From an optimization exercise on the open Yosys and OpenROAD flow, aimed at small area, a short achievable clock period and few clock cycles per item; shortcuts taken in it are not production practice.
Function was checked by simulation only, so behaviour that the tests miss may differ from the original.
No activity file was given, so power comes from the tool's default toggle rates.

== violet ==
Design r_type_core, start of the top module:
module r_type_core (
   input  logic        clk,
   input  logic        rst_n,
   input  logic        instr_valid,
   input  logic [31:0] instr,
   output logic        instr_ready,
   input  logic        ld_valid,
   input  logic [4:0]  ld_addr,
   input  logic [31:0] ld_data,
   output logic        wb_valid,
   output logic [4:0]  wb_rd,
   output logic [31:0] wb_data,
   output logic        illegal,
   input  logic [4:0]  dbg_addr,
   output logic [31:0] dbg_data
);
   logic [7:0]  alu_sel;
   logic        alu_sub, alu_sra;
   logic [31:0] alu_in1, alu_in2, alu_out;
   logic        rf_we;
   logic [4:0]  rf_waddr;
   logic [31:0] rf_wdata, rf_rdata_a, rf_rdata_b_n;
   logic [31:1] rf_rsel_a, rf_rsel_b;
   r_type_issue u_issue (
      .clk         (clk),
      .rst_n       (rst_n),
      .instr_valid (instr_valid),
      .instr       (instr),
      .instr_ready (instr_ready),
      .ld_valid    (ld_valid),
      .ld_addr     (ld_addr),
      .ld_data     (ld_data),
      .alu_sel     (alu_sel),
      .alu_sub     (alu_sub),
      .alu_sra     (alu_sra),
      .alu_in1     (alu_in1),
  ...
For scale: ~3600 cells after synthesis, ~150 I/O pins, about 51000 um2 of cells after synthesis.
==> flow/config.mk <==
export PLATFORM = sky130hd
export DESIGN_NAME = r_type_core
export DESIGN_NICKNAME = r_type_core
export VERILOG_FILES = /design/flow/design.v
export SDC_FILE = /design/flow/constraint.sdc
export NUM_CORES = 4
export LEC_CHECK = 0
export CAP_MARGIN = 20
export CORE_MARGIN = 2
export CORE_UTILIZATION = 50
export CTS_BUF_LIST = sky130_fd_sc_hd__clkbuf_16
export CTS_CLUSTER_DIAMETER = 150
export CTS_CLUSTER_SIZE = 26
export SETUP_SLACK_MARGIN = 1.8
export SLEW_MARGIN = 20
export SYNTH_HIERARCHICAL = 1
export TNS_END_PERCENT = 20
==> flow/constraint.sdc <==
create_clock -name core_clock -period 6.0 [get_ports {clk}]
set_input_delay 1.2000 -clock core_clock [delete_from_list [all_inputs] [get_ports {clk}]]
set_output_delay 1.2000 -clock core_clock [all_outputs]
set_load 0.01 [all_outputs]
run.sh (not shown) runs the stock make flow with config.mk's settings and CLKGATE_MAP_FILE= SYNTH_SCRIPT=/design/flow/synth_recipe.tcl, a recipe that flattens the netlist after the stock synthesis.
violet did not stop at any stage, and its layout met the timing, design-rule and antenna checks.
Testbench counts of violet, summed over its fixed seeds: cycles 4,048, items 4,000.
diff inputs: violet => indigo
- a change of SETUP_SLACK_MARGIN from 1.8 to 2.3
## What came out
On indigo: number of instances resized during post-cts repair is 95 higher than what violet gave. Utilization: indigo and violet compared, lower one is violet. When indigo is set beside violet, its depth of the worst register-to-register path turns out to be 2 smaller. Headroom to the max-slew limit: indigo > violet. Looking at library cell contributing the largest single delay on the critical path, the and3b_2 result is from indigo; the a22o_4 one comes from violet. NOTE: worst setup slack in indigo exceeds that of violet.
Changes in onyx relative to indigo:
- a change of SETUP_SLACK_MARGIN from 2.3 to 2
- a change of CTS_CLUSTER_SIZE from 26 to 24
- a change of CORE_UTILIZATION from 50 to 40
- an added PLACE_DENSITY of 0.7
[summary]
- onyx vs indigo, number of nets in the final layout went down by 60.
- onyx ended up with nand4_1 as its library cell contributing the largest single delay on the critical path; indigo ended up with and3b_2.
- Sort onyx and indigo by total routing usage reported by global routing asc -> top: onyx
- Between indigo and onyx, fraction of power consumed by the clock network increased.
- Of onyx and indigo, the lower actual slew at the worst max-slew pin belongs to indigo.
Edits applied to the flow inputs when going from onyx to yarrow:
- swapping 40 for 50 in CORE_UTILIZATION
Notes after the runs:
yarrow reports a higher global-route usage over all layers than onyx does.
Run comparison: onyx cell with the biggest individual delay on the critical path nand4_1; yarrow cell with the biggest individual delay on the critical path a22o_4
Between yarrow and onyx, placed instance area is higher for onyx, yarrow comes in under that.
Compared to onyx, yarrow has detailed-routing iteration count for the pre-antenna-repair pass 2 higher.
Post-cts sizing count for yarrow is higher than for onyx.
Between yarrow and onyx, register-to-register slack is lower for yarrow, onyx comes in above that.

* * *

r_type_core again, from the RTL that the note above started with.
// r_type_core
module r_type_core (
   input  logic        clk,
   input  logic        rst_n,
   input  logic        instr_valid,
   input  logic [31:0] instr,
   output logic        instr_ready,
   input  logic        ld_valid,
   input  logic [4:0]  ld_addr,
   input  logic [31:0] ld_data,
   output logic        wb_valid,
   output logic [4:0]  wb_rd,
   output logic [31:0] wb_data,
   output logic        illegal,
   input  logic [4:0]  dbg_addr,
   output logic [31:0] dbg_data
);
clock: 6.0 ns
lec_check: 0
cap_margin: 20
core_margin: 2
core_utilization: 40
cts_buf_list: sky130_fd_sc_hd__clkbuf_16
cts_cluster_diameter: 60
cts_cluster_size: 24
setup_slack_margin: 2
slew_margin: 20
synth_hierarchical: 1
The first run finished with timing, DRC and antenna clean.
Testbench counts at the start, summed over its fixed seeds: cycles 4,048, items 4,000.
Edit:
CORE_UTILIZATION = 50   (was 40)
CTS_CLUSTER_DIAMETER = 150   (was 60)
CTS_CLUSTER_SIZE = 28   (was 24)
TNS_END_PERCENT = 20   (was unset)
After rerunning: Cell area is lower by about 4.6%; routed wire length is higher by 1.6%; worst setup slack got worse by 0.086 ns; core utilization is higher by 9.6 points; via count is lower by about 0.9%; power is lower by about 13%; cell count is lower by about 7%.
Edit:
CTS_CLUSTER_SIZE = 26   (was 28)
- global-route usage barely changes
- power rises slightly
- die area is unchanged
- combinational power rises slightly
- wire length grows slightly
- clock skew falls by 0.022 ns
- via count is about the same

* * *

== sierra ==
r_type_core again, from the RTL that the note above started with.
Settings: LEC_CHECK=0, CAP_MARGIN=20, CORE_MARGIN=2, CORE_UTILIZATION=40, CTS_BUF_LIST=sky130_fd_sc_hd__clkbuf_16, CTS_CLUSTER_DIAMETER=150, CTS_CLUSTER_SIZE=28, SETUP_SLACK_MARGIN=2, SLEW_MARGIN=20, SYNTH_HIERARCHICAL=1; clock period 6.0 ns.
sierra closes out successfully: all stages finished, all timing, DRC and antenna checks passed.
Testbench counts of sierra, summed over its fixed seeds: cycles 4,048, items 4,000.
Input changes introduced in lagoon (baseline for comparison: sierra):
# sierra
export LEC_CHECK = 0
export CAP_MARGIN = 20
export CORE_MARGIN = 2
export CORE_UTILIZATION = 40
export CTS_BUF_LIST = sky130_fd_sc_hd__clkbuf_16
export CTS_CLUSTER_DIAMETER = 150
export CTS_CLUSTER_SIZE = 28
export SETUP_SLACK_MARGIN = 2
export SLEW_MARGIN = 20
export SYNTH_HIERARCHICAL = 1
create_clock -name core_clock -period 6.0 [get_ports {clk}]
# lagoon
export LEC_CHECK = 0
export CAP_MARGIN = 20
export CORE_MARGIN = 2
export CORE_UTILIZATION = 40
export CTS_BUF_LIST = sky130_fd_sc_hd__clkbuf_16
export CTS_CLUSTER_DIAMETER = 150
export CTS_CLUSTER_SIZE = 28
export SETUP_SLACK_MARGIN = 2
export SLEW_MARGIN = 20
export SYNTH_HIERARCHICAL = 1
export TNS_END_PERCENT = 20
create_clock -name core_clock -period 6.0 [get_ports {clk}]
Results
Compared with sierra, in lagoon routing usage on met3 neither gained nor lost much, share of the core filled with cells in the final layout dropped 0.35 points.
On total non-filler cell area in the finished layout: between sierra and lagoon, it ends up lower for lagoon.
Looking at sierra and lagoon, the routed wire length is a wash.

-- what the ideal ports hide --
No port has a modelled driver above. Below, the same layouts with a new extraction and two added sets of constraints. Step 1, drivers: a clkbuf_16 drives clk and a buf_2 each remaining input, both assumed. Step 2 also shifts input and output timing later by t, the mid clock arrival at the registers, as if the neighbouring blocks saw the same clock. Three values: ideal, step 1, step 2; two values: the first two.
| run | t, ns | setup WS [ns] | worst data-port slew with drivers (ns) |
|---|---|---|---|
| violet | 0.766 | 1.476 / 1.426 / 0.829 | 0.11 |
| indigo | 0.769 | 1.577 / 1.535 / 0.981 | 0.10 |
| onyx | 0.762 | 1.481 / 1.396 / 1.034 | 0.13 |
| yarrow | 0.762 | 1.505 / 1.420 / 0.835 | 0.17 |
| the first run of note 2 | 0.803 | 1.558 / 1.449 / 0.787 | 0.12 |
| the second run of note 2 | 0.773 | 1.472 / 1.427 / 0.746 | 0.17 |
| the third run of note 2 | 0.784 | 1.549 / 1.506 / 0.941 | 0.14 |
| sierra | 0.765 | 1.464 / 1.347 / 0.681 | 0.12 |
| lagoon | 0.768 | 1.475 / 1.396 / 0.666 | 0.12 |
After both steps every run listed still meets setup and hold. For lagoon, which loses most, drivers alone change the setup slack by -0.079 ns; drivers and shift together by -0.809 ns.
